This design comes from an exercise in tuning for small area and a short achievable clock period on the open sky130 flow, not from production work.
In this exercise RTL edits were held to simulation tests only and were not proved equivalent to the original.

==> flow/design.v, too long to show whole: its modules and the start of the top module <==
// module mac_sequencer: 2630 lines
// module mac_fa: 10 lines
// module mac_ha: 9 lines
module mac_sequencer #(
    parameter int ADDR_W = 21,
    parameter int CNT_W  = 4,
    parameter int STRIDE = 8,
    parameter int DATA_W = 64
) (
    input  logic                      clk,
    input  logic                      rst_n,
    input  logic                      start,
    input  logic [ADDR_W-1:0]         start_addr,
    input  logic [CNT_W-1:0]          start_count,
    output logic                      busy,
    output logic [ADDR_W+CNT_W:0]     mir,
    output logic                      mem_req,
    output logic [ADDR_W-1:0]         mem_addr,
    input  logic                      mem_ack,
    input  logic [DATA_W-1:0]         mem_rdata,
    output logic [DATA_W-1:0]         acc_out,
    output logic                      done
);
  // ...
==> flow/flow/run.sh <==
#!/bin/bash
# The standard ORFS layout (standard.sh), with the smallest buffer on the ports
# (buffer_ports -buffer_cell); repair_timing upsizes the ones on critical paths.
set -uo pipefail
bash standard.sh 'BUFFER_PORTS_ARGS=-buffer_cell sky130_fd_sc_hd__buf_1' finish > make_finish.log 2>&1
==> flow/standard.sh <==
#!/bin/bash
# synth_recipe.tcl (not shown) runs the flow's synth.tcl, then flattens the netlist and writes it again
# the make line also repeats each setting of config.mk as NAME=value (left out here)
make -C /OpenROAD-flow-scripts/flow DESIGN_CONFIG=/design/flow/config.mk WORK_HOME=/design/flow/orfs CLKGATE_MAP_FILE= SYNTH_SCRIPT=/design/flow/synth_recipe.tcl "${@:-finish}"
==> flow/config.mk <==
export PLATFORM = sky130hd
export DESIGN_NAME = mac_sequencer
export DESIGN_NICKNAME = mac_sequencer
export VERILOG_FILES = /design/flow/design.v
export SDC_FILE = /design/flow/constraint.sdc
export NUM_CORES = 4
export LEC_CHECK = 0
export ABC_AREA = 1
export CAP_MARGIN = 20
export CORE_MARGIN = 2
export CORE_UTILIZATION = 40
export CTS_CLUSTER_DIAMETER = 80
export CTS_CLUSTER_SIZE = 24
export SETUP_SLACK_MARGIN = 5
export SLEW_MARGIN = 20
export SYNTH_HIERARCHICAL = 1
export SYNTH_MINIMUM_KEEP_SIZE = 0
==> flow/constraint.sdc <==
create_clock -name core_clock -period 10.0 [get_ports {clk}]
set_input_delay 2.0000 -clock core_clock [delete_from_list [all_inputs] [get_ports {clk}]]
set_output_delay 2.0000 -clock core_clock [all_outputs]
set_load 0.01 [all_outputs]
==> run summary, run 1 <==
status no timing/DRC/antenna violations; worst hold endpoint addr_q[0]; Filler cells 7581; fin cells 4208; most common cell after layout, fill and taps aside xor2_1; EDFF count, synth 0; CP required 10470 ps; Reg clk slew, reported paths 90 ps; CP Launch Type input pin; multi-input gate share of total cell area 65.50%; total setup buffers inserted after CTS 9; GRT met2 Usage 40.05%; met1 Track Usage GR 34.90%; final max-slew violation count 0; initial antenna violation count 2; FF-to-FF Start acc_q[30]; crit path from mem_rdata[11]; Slowest cell on crit path fa_1; Yosys reg bits 351; reg-to-reg slack, setup 5150 ps; GR Util met3 5.635%; Max Freq 0.2009 GHz; final setup violation count 0
==> inputs of run 2 (changes only) <==
==> flow/run.sh (new file) <==
#!/bin/bash
# synth_recipe.tcl (not shown) runs the flow's synth.tcl, then flattens the netlist and writes it again
# the make line also repeats each setting of config.mk as NAME=value (left out here)
make -C /OpenROAD-flow-scripts/flow DESIGN_CONFIG=/design/flow/config.mk WORK_HOME=/design/flow/orfs CLKGATE_MAP_FILE= SYNTH_SCRIPT=/design/flow/synth_recipe.tcl finish
removed: flow/flow/run.sh
removed: flow/standard.sh
==> run 2 against run 1 <==
Maximum frequency is 0.95% higher. Non-clock buffer count is 4 lower. Sequential share of layout area shrank 0.72 points. Setup slack improved by 47 ps. Synthesized cell count stayed put. Wire length up 0.37%. Core utilization is 1.6 points higher. Hold slack better by 3.4 ps. Die area stayed put. Cell area grew 3.5%. Critical path type unchanged.
==> run summary, run 2 <==
top_reg_cell synth dfxtp_1; Filler cells 7456 (-1.6%); ys async rst share 26.78%; cells taking the most area after synthesis fa_1, dfxtp_1, xor2_1, o22ai_1, dfrtp_1; synth unique cells 43; vias in the first global route 25960; most common cell after layout, fill and taps aside xor2_1; kind of critical path input pin to register; Nets 3871; DP HPWL 66820 um; Crit Path Max Fanout 15; Via density 5.841; fin cells 4204 (-0.095%); Die W 287.4 um; reg-to-reg slack, setup 5110 ps (-40 ps); RSZ-0062 raised after global routing yes; Mapped Area 32140 um^2; CTS Buf Count 26; status no timing/DRC/antenna violations; largest net degree at the start of global routing 63; die height 287.4 um; total track usage 25.77%; final max-slew violation count 0 (unchanged); IO buf count 206; hold slack 534.7 ps; Hold Vio Cnt, Final 0; Post-DRT Antenna Nets 0; post-route cell area 36250 um^2; final setup violation count 0 (unchanged); met3 WL 10550 um; setup_tns 0 ps; commonest non-fill, non-tap cells in the layout xor2_1, o22ai_1, fa_1; Antenna diodes 0; post-synth top area cell fa_1; Top Ports 207; Rows 103; synth-to-layout area growth 12.81%; clk sinks 351; wl on met1 43630 um; CTS H-tree depth 1; count leader, synth xor2_1; Tmin final 4932 ps; grt ovf 0; EDFF count, synth 0 (unchanged); drc violations 0; drt wl/cell 25.23 um; Yosys reg bits 351 (unchanged); Clock Tree Root clkbuf_16; Max Cap Viol 0; DRT Pass-1 Iters 5; initial antenna violation count 0 (-2); relative slew slack 30.98%; placed cell areas 34810 um^2; Mean Syn Cell Area 10.31 um^2; Largest Register ps_q; CORE AREA 79260 um^2; number of synthesis warnings 9; Top Registers ps_q: 257 flops, acc_q: 64 flops, addr_q: 21 flops; drt total wl 106100 um; dpl cells 4142; worst slew pin tran 1033 ps; share of cells above drive strength 1 7.863%; routed wl met2 48410 um; Max Freq 0.2028 GHz (+0.95%); Final Cycle Share 49.32%; Post-Syn Nets 3855; Worst Clk Skew 26.35 ps; CP required 10480 ps (about the same); CTS Buffer Depth 3; Synth top cells by count xor2_1, fa_1, o22ai_1; area share of the largest cell type after synthesis 31.96%; Arrival @ worst endpoint 5410 ps; first-pass GRT wire length 162200 um; Seq/Total Area, Yosys 23.33%; crit end category register; max reg flops 257; Synth Instances 3118; worst skew pair latency 600 ps; DR iter-0 viols 2557; Hold-fix buffers, CTS 0; die area 82620 um^2; CTS tree built; DR top layer met4; Min-Delay Path Class register to register; CP Launch Type input pin; Reg clk slew, reported paths 80 ps (about the same); initial core utilization 40.55%; Via Count 24560; gpl congestion 0.8509
run 2: cell counts after synthesis:
Identical to the previous run, type by type.
run 2: layout make-up:
cell class                 instances  area [um^2]  share of cell area, %
inverter                         226        849.6                  2.343
multi-input combinational       2240        22980                  63.39
clock inverter                    19        220.2                 0.6074
sequential                       351         7501                  20.69
timing repair buffer             289         2685                  7.406
tap                             1050         1314                  3.624
clock buffer                      29        704.4                  1.943
run 2: cells by family (layout without fill, tap and decap cells):
family / count (synthesis) / count (layout) / share of synthesized area, %
compound gates: 696 / 701 / 13.35
fa+ha+maj: 644 / 644 / 37.06
xor+xnor: 547 / 547 / 14.91
buf+inv: 532 / 563 / 6.712
flops: 351 / 351 / 23.33
simple gates: 348 / 348 / 4.641
run 2: worst paths after layout:
check / depth (start not counted) / to / from
min in group asynchronous: 1 / acc_q[8] / rst_n
worst min register to register: 2 / valid_q / valid_q
worst min-delay path: 2 / valid_q / valid_q
worst max register to register: 22 / acc_q[63] / acc_q[30]
max in group asynchronous: 3 / acc_q[46] / rst_n
worst max-delay path: 9 / ps_q[185] / mem_rdata[12]
run 2: metrics by stage:
stage | utilization, % | setup slack [ps]
after floorplan | - | 5333
after global placement | 43.92 | 4136
after detailed placement | 43.92 | 4083
after CTS | 45.46 | 4994
after global routing | 45.74 | 4897
final | 45.74 | 5068
run 2: Yosys stat by module, one instance, submodules excluded:
module / copies in the design / cells inside / flops+latches
mac_sequencer: 1 / 2582 / 351
mac_fa: 484 / 1 / 0
mac_ha: 52 / 1 / 0
run 2: timing repair:
| action | in CTS | in global routing |
|---|---|---|
| gates cloned | 5 | 0 |
| pin swaps | 12 | 11 |
| setup buffers | 5 | 4 |
| setup endpoints to repair | 113 | 90 |
| resized for setup | 44 | 46 |
run 2: worst max-delay path: stages:
cell and delay [ps]:
clkdlybuf4s50_1 560, nand2_1 210, nor2_2 120, a21oi_4 670
o22ai_1 160, xor2_1 200, fa_1 520, fa_1 540
fa_1 400
run 2: per-layer routing:
metal | GRT usage (%) | up-vias
met1 | 35.09 | 12390
li1 | - | 10470
met2 | 40.74 | 1444
met4 | 8.581 | 0
met5 | 0 | -
met3 | 5.611 | 254

separate check: timing with driven ports:
The flow's constraints put no driver on any port. The routed layouts listed below were extracted and timed again, unchanged, in two steps.
Step 1, drivers: a clkbuf_16 drives clk and a buf_2 each remaining input, both assumed.
Step 2 adds t to the input delays and takes it off the output delays; t is the mean of the earliest and latest rising clock arrival at the registers after step 1. Input paths then give back, and output paths get back, about the clock's delay inside the block.
a / b / c = ideal ports / drivers / drivers and shift; a / b = the first two.
run | shift t [ns] | setup WS [ns] | worst setup path at the end | worst register clock-pin slew, ns
run 1 | 0.676 | 5.021 / 5.068 / 4.392 | input to register | 0.10 / 0.10
run 2 | 0.655 | 5.068 / 5.110 / 4.455 | input to register | 0.10 / 0.10
After both steps setup and hold are still met in every run listed. The setup slack of run 1, which loses most, moves by +0.047 ns with the drivers and by -0.629 ns with both steps.
